This design comes from an exercise in tuning for small area, a short achievable clock period and few clock cycles per item on the open sky130 flow, not from production work. Only simulation tests tie the RTL to the original design; equivalence was not proved. Power and IR drop assume default switching activity.

==> flow/design.v (outline; a module is shown in full before it is edited, if it fits) <==
// module neurona_mac: 1110 lines
module neurona_mac #(
    parameter int Signo     = 1,
    parameter int Magnitud  = 7,
    parameter int Precision = 24,
    parameter int Width     = Signo + Magnitud + Precision,
    parameter int NEntradas = 4
) (
    input  logic             CLK,
    input  logic             RST,
    input  logic             Inicio,
    input  logic [Width-1:0] Sesgo,
    input  logic             EntradaValida,
    input  logic [Width-1:0] Entrada,
    input  logic [Width-1:0] Peso,
    output logic             Ocupado,
    output logic             Listo,
    output logic [Width-1:0] Salida,
    output logic             Error
);
  // ...
==> flow/flow/run.sh <==
#!/bin/bash
set -euo pipefail
MARGIN=$(cat flow/margin.txt)
bash standard.sh SETUP_SLACK_MARGIN=$MARGIN finish > orfs_make.log 2>&1
==> flow/flow/margin.txt <==
9.0
==> flow/standard.sh <==
#!/bin/bash
# synth_recipe.tcl (not shown) runs the flow's synth.tcl, then flattens the netlist and writes it again
# the make line also repeats each setting of config.mk as NAME=value (left out here)
make -C /OpenROAD-flow-scripts/flow DESIGN_CONFIG=/design/flow/config.mk WORK_HOME=/design/flow/orfs CLKGATE_MAP_FILE= SYNTH_SCRIPT=/design/flow/synth_recipe.tcl "${@:-finish}"
==> flow/config.mk <==
export PLATFORM = sky130hd
export DESIGN_NAME = neurona_mac
export DESIGN_NICKNAME = neurona_mac
export VERILOG_FILES = /design/flow/design.v
export SDC_FILE = /design/flow/constraint.sdc
export NUM_CORES = 4
export LEC_CHECK = 0
export CAP_MARGIN = 20
export CORE_MARGIN = 2
export CORE_UTILIZATION = 40
export SLEW_MARGIN = 20
==> flow/constraint.sdc <==
create_clock -name core_clock -period 13.5 [get_ports {CLK}]
set_input_delay 2.7000 -clock core_clock [delete_from_list [all_inputs] [get_ports {CLK}]]
set_output_delay 2.7000 -clock core_clock [all_outputs]
set_load 0.01 [all_outputs]
==> results.txt, run 1 <==
* Worst-path clk slew at 60 ps
* Dpl hpwl at approximately 73 mm
* Number of CTS-inserted buffers at 34
* Crit path from: neg1_q[3]$_DFF_P_
* Avg WL per Cell at 24.89 um
* Met3 WL at around 12 mm
* Highest Signal Layer: met4
* Root Buffer: clkbuf_16
* Cell Area, Synth at roughly 0.033 sq mm
* H-tree depth at 2
* Final worst setup slack at between 9000 and 10,000 ps
* Vias per cell at roughly 6.0
* Max-area cell class: multi-input combinational cells
* Status: timing/DRC/antenna clean
* Register area at around 0.0057 sq mm
* Largest net degree at the start of global routing at 84
* Met2 Wirelength at between 40 and 50 mm
* Synth Area in Adders at 0.3313
* Seq power at 1290 uW
* Final Instance Count excl. Fillers at approximately 4,600
* Die H at between 200 and 300 um
* Setup TNS at 0 ps
* Fillers at just under 8,000
* Max Slew Vio Count at 0
* Multi-input gate share of total cell area at 0.6737
* Crit path arrival time at around 4800 ps
* Top-level port count at ~140
Testbench counts, summed over its fixed seeds: cycles 3,584, items 512.
==> run 2: changes to the inputs <==
==> flow/run.sh (new file) <==
#!/bin/bash
# synth_recipe.tcl (not shown) runs the flow's synth.tcl, then flattens the netlist and writes it again
# the make line also repeats each setting of config.mk as NAME=value (left out here)
make -C /OpenROAD-flow-scripts/flow DESIGN_CONFIG=/design/flow/config.mk WORK_HOME=/design/flow/orfs CLKGATE_MAP_FILE= SYNTH_SCRIPT=/design/flow/synth_recipe.tcl finish
removed: flow/flow/run.sh
removed: flow/flow/margin.txt
removed: flow/standard.sh
==> results.txt, run 2 <==
* Status: timing/DRC/antenna clean (unchanged)
* Synth cell count leaders: a22oi_1, fa_1, inv_1, xor2_1, xnor2_1 (unchanged)
* Worst-path clk slew at 70 ps (was 60 ps)
* Tcrit/Tclk final at 0.3677 (was 0.3256)
* PortBufs at 134 (unchanged)
* DP Area at 0.03563 sq mm (was 0.03561 sq mm)
* Area delta synth->final at 9.536% (was 12.18%)
* Slew margin rel. at 0.2876 (was 0.3271)
* Total track usage at 0.2553 (was 0.2579)
* Crit path arrival time at 5470 ps (was 4820 ps)
* Top cell type's share of synthesized area at 0.2719 (unchanged)
* Clock buffer depth at 3 (unchanged)
* Clock Skew at 27.07 ps (was 35.55 ps)
* Share of layout cells above drive strength 1 at 0.04952 (was 0.06078)
* Vias per cell at 5.955 (was 5.970)
* Hold bufs inserted after CTS at 0 (unchanged)
* Antenna Violating Nets Remaining at 0 (unchanged)
* Slew @ Worst Pin at 1069 ps (was 1005 ps)
* Total Power at 10,410 uW (was 10,630 uW)
* Max Slew Vio Count at 0 (unchanged)
* Initial DRC Count at 3,168 (was 3,335)
* TritonCTS clock tree: yes (unchanged)
* Period minus WS final at 4965 ps (was 4396 ps)
* Drt first pass iters at 6 (unchanged)
* Final #Nets at 4,163 (was 4,180)
* Maximum vdd drop at 0.0002549 V (was 0.0002869 V)
* Gp weighted congestion at 0.8603 (was 0.8793)
* Most frequent cells in the layout: a22oi_1, fa_1, inv_1 (unchanged)
* Post-synth EDFFs at 35 (unchanged)
* CP max stage cell: dfxtp_1 (was fa_1)
* Die W at 293.4 um (unchanged)
* CTS resizes at 0 (was 46)
* CTS sink cnt at 255 (unchanged)
* Syn nets at 4,236 (unchanged)
* Starting density of the core at 0.4022 (unchanged)
* Top-level port count at 135 (unchanged)
* Worst Path Max Fanout at 25 (was 34)
* Post-synthesis sequential element count at 255 (unchanged)
* Vias in the first global route at 27,850 (was 27,890)
* Placeable Area at 0.08329 sq mm (unchanged)
* Largest net degree at the start of global routing at 84 (unchanged)
* P_leak at 0.01512 uW (was 0.01544 uW)
* CP most frequent cell: fa_1 (unchanged)
* Ys Warns at 2 (unchanged)
* Unique masters post-synth at 77 (unchanged)
* First-pass GRT wire length at 170.3 mm (was 171.5 mm)
* Cell Area, Synth at 0.03350 sq mm (unchanged)
* Yosys top cell by area: fa_1 (unchanged)
* Die area at 0.08608 sq mm (unchanged)
* CP Capture Type: flop (unchanged)
* FP Rows at 106 (unchanged)
* Root Buffer: clkbuf_16 (unchanged)
* Setup TNS at 0 ps (unchanged)
* Fillers at 8,081 (was 7,929)
* Power per cell area at 283.8 mW/mm^2 (was 282.8 mW/mm^2)
* Final global-route overflow total at 0 (unchanged)
* Count leader, synth: a22oi_1 (unchanged)
* Area contributors post-synth: fa_1, a22oi_1, dfxtp_1 (unchanged)
* Post-layout instance area at 0.03669 sq mm (was 0.03758 sq mm)
* Avg Cell Area, Syn at 9.511 sq um (unchanged)
* CP bufs+invs at 2 (was 3)
* Hold Crit Class: flop to flop (unchanged)
* Synth Flop Type: dfxtp_1 (unchanged)
* Final Hold Viols at 0 (unchanged)
* Crit-path cells: inv_2 -> xnor2_1 -> fa_1 -> fa_1 -> fa_1 -> fa_1 -> fa_1 -> fa_1 -> inv_1 -> ha_1 (was buf_4 -> xnor2_1 -> fa_1 -> fa_1 -> inv_1 -> fa_1 -> fa_1 -> fa_1 -> inv_1 -> ha_1 -> ha_1)
* CP peak stage delay at 760 ps (was 580 ps)
* Post-Place Setup Slack at 8520 ps (was 8544 ps)
* RSZ-0062 raised after global routing: no (was yes)
* Clock latency (worst-skew pair) at 640 ps (was 570 ps)
* Setup CP Type: flop to flop (unchanged)
* Initial antenna violation count at 1 (was 0)
* Cell count after synthesis at 3,522 (unchanged)
* CP Launch Type: flop (unchanged)
* Critical Path RT at 14,000 ps (was 13,930 ps)
* Number of CTS-inserted buffers at 31 (was 34)
* Drt total wl at 110.5 mm (was 113.7 mm)
* Most common library cell in the layout ignoring fill and taps: a22oi_1 (unchanged)
* Avg WL per Cell at 24.28 um (was 24.89 um)
* CP delay by family, top: adder cells (unchanged)
* DRC violations left at 0 (unchanged)
* Dpl hpwl at 72.66 mm (was 72.52 mm)
* Die H at 293.4 um (unchanged)
* Final worst setup slack at 8535 ps (was 9104 ps)
* Max Cap Viol at 0 (unchanged)
* Post-CTS setup buffer count at 0 (was 1)
* Antenna Cells at 0 (unchanged)
* Final setup viols at 0 (unchanged)
* Post-synthesis sequential area ratio at 0.1693 (unchanged)
* Async SR Flop Fraction at 0.1686 (unchanged)
* Fmax at 201.4 MHz (was 227.5 MHz)
* DR vias at 27,110 (was 27,270)
* H-tree depth at 1 (was 2)
## run 2: per-stage QoR
stage          utilization  instances  hold WS [ps]
2_1_floorplan            -       3522         309.6
3_3_place_gp        0.4277       4496         336.4
3_5_place_dp        0.4277       4496         336.5
4_1_cts             0.4405       4553         350.9
5_1_grt             0.4405       4553         366.8
6_report            0.4405       4553         353.4
## run 2: layout make-up
cell class,count,area [sq um],area share
well taps,1080,1351,0.03683
clock inverters,16,190.2,0.005183
inverters,394,1479,0.04031
clock buffers,41,875.8,0.02387
repair buffers,210,1912,0.05210
multi-input cells,2557,25180,0.6863
flip-flops and latches,255,5703,0.1554
## run 2: routing by layer
| metal | global-route usage | wire length (um) |
|---|---|---|
| met1 | 0.3558 | 46610 |
| met2 | 0.3932 | 48360 |
| met3 | 0.05446 | 11750 |
| met4 | 0.08586 | 3793 |
| met5 | 0 | 13 |
## run 2: cells by family after synthesis
kind of cell / synth area share
compound gates: 0.1919
buf+inv: 0.08016
fa+ha+maj: 0.3313
xor+xnor: 0.1600
simple gates: 0.06129
flops: 0.1693
mux: 0.006051
## run 2: path summary, 6_finish.rpt
check                                   from                  endpoint  slack [ps]  depth (start not counted)
min in group asynchronous                RST   salida_q[8]$_DFFE_PP0P_        2600                          2
hold reg to reg               l1_q$_DFF_PP0_            l2_q$_DFF_PP0_         350                          0
hold / removal                l1_q$_DFF_PP0_            l2_q$_DFF_PP0_         350                          0
setup / recovery           neg1_q[5]$_DFF_P_            pb[13]$_DFF_P_        8540                         10
max in group asynchronous                RST  salida_q[26]$_DFFE_PP0P_       10310                          2
setup reg to reg           neg1_q[5]$_DFF_P_            pb[13]$_DFF_P_        8540                         10
## run 2: where the power goes
part	leakage [uW]	total [uW]	internal, uW	switching [uW]
sequential	0.00239	1290	1100	183
clock	0.000520	890	516	374
combinational	0.0122	8240	3400	4840
total	0.0151	10400	5020	5400

afterwards: timing with drivers on the ports:
The flow's constraints put no driver on any port. The routed layouts listed below were extracted and timed again, unchanged, in two steps.
Step 1 (the two cells are an assumption about what drives the block):
set clk [get_ports {CLK}]
set_driving_cell -lib_cell sky130_fd_sc_hd__clkbuf_16 $clk
set_driving_cell -lib_cell sky130_fd_sc_hd__buf_2 [delete_from_list [all_inputs] $clk]
Step 2 adds t to the input delays and takes it off the output delays; t is the mean of the earliest and latest rising clock arrival at the registers after step 1. Input paths then give back, and output paths get back, about the clock's delay inside the block.
a / b / c = no drivers / after step 1 / after step 2; a / b = the first two.
run	shift t [ns]	setup slack, ns	worst data-port slew with drivers (ns)
run 1	0.621	9.104 / 9.104 / 8.532	0.06
run 2	0.694	8.535 / 8.535 / 8.509	0.05
After both steps every run listed still meets setup and hold. For run 1, which loses most, drivers alone change the setup slack by 0.000 ns; drivers and shift together by -0.572 ns.
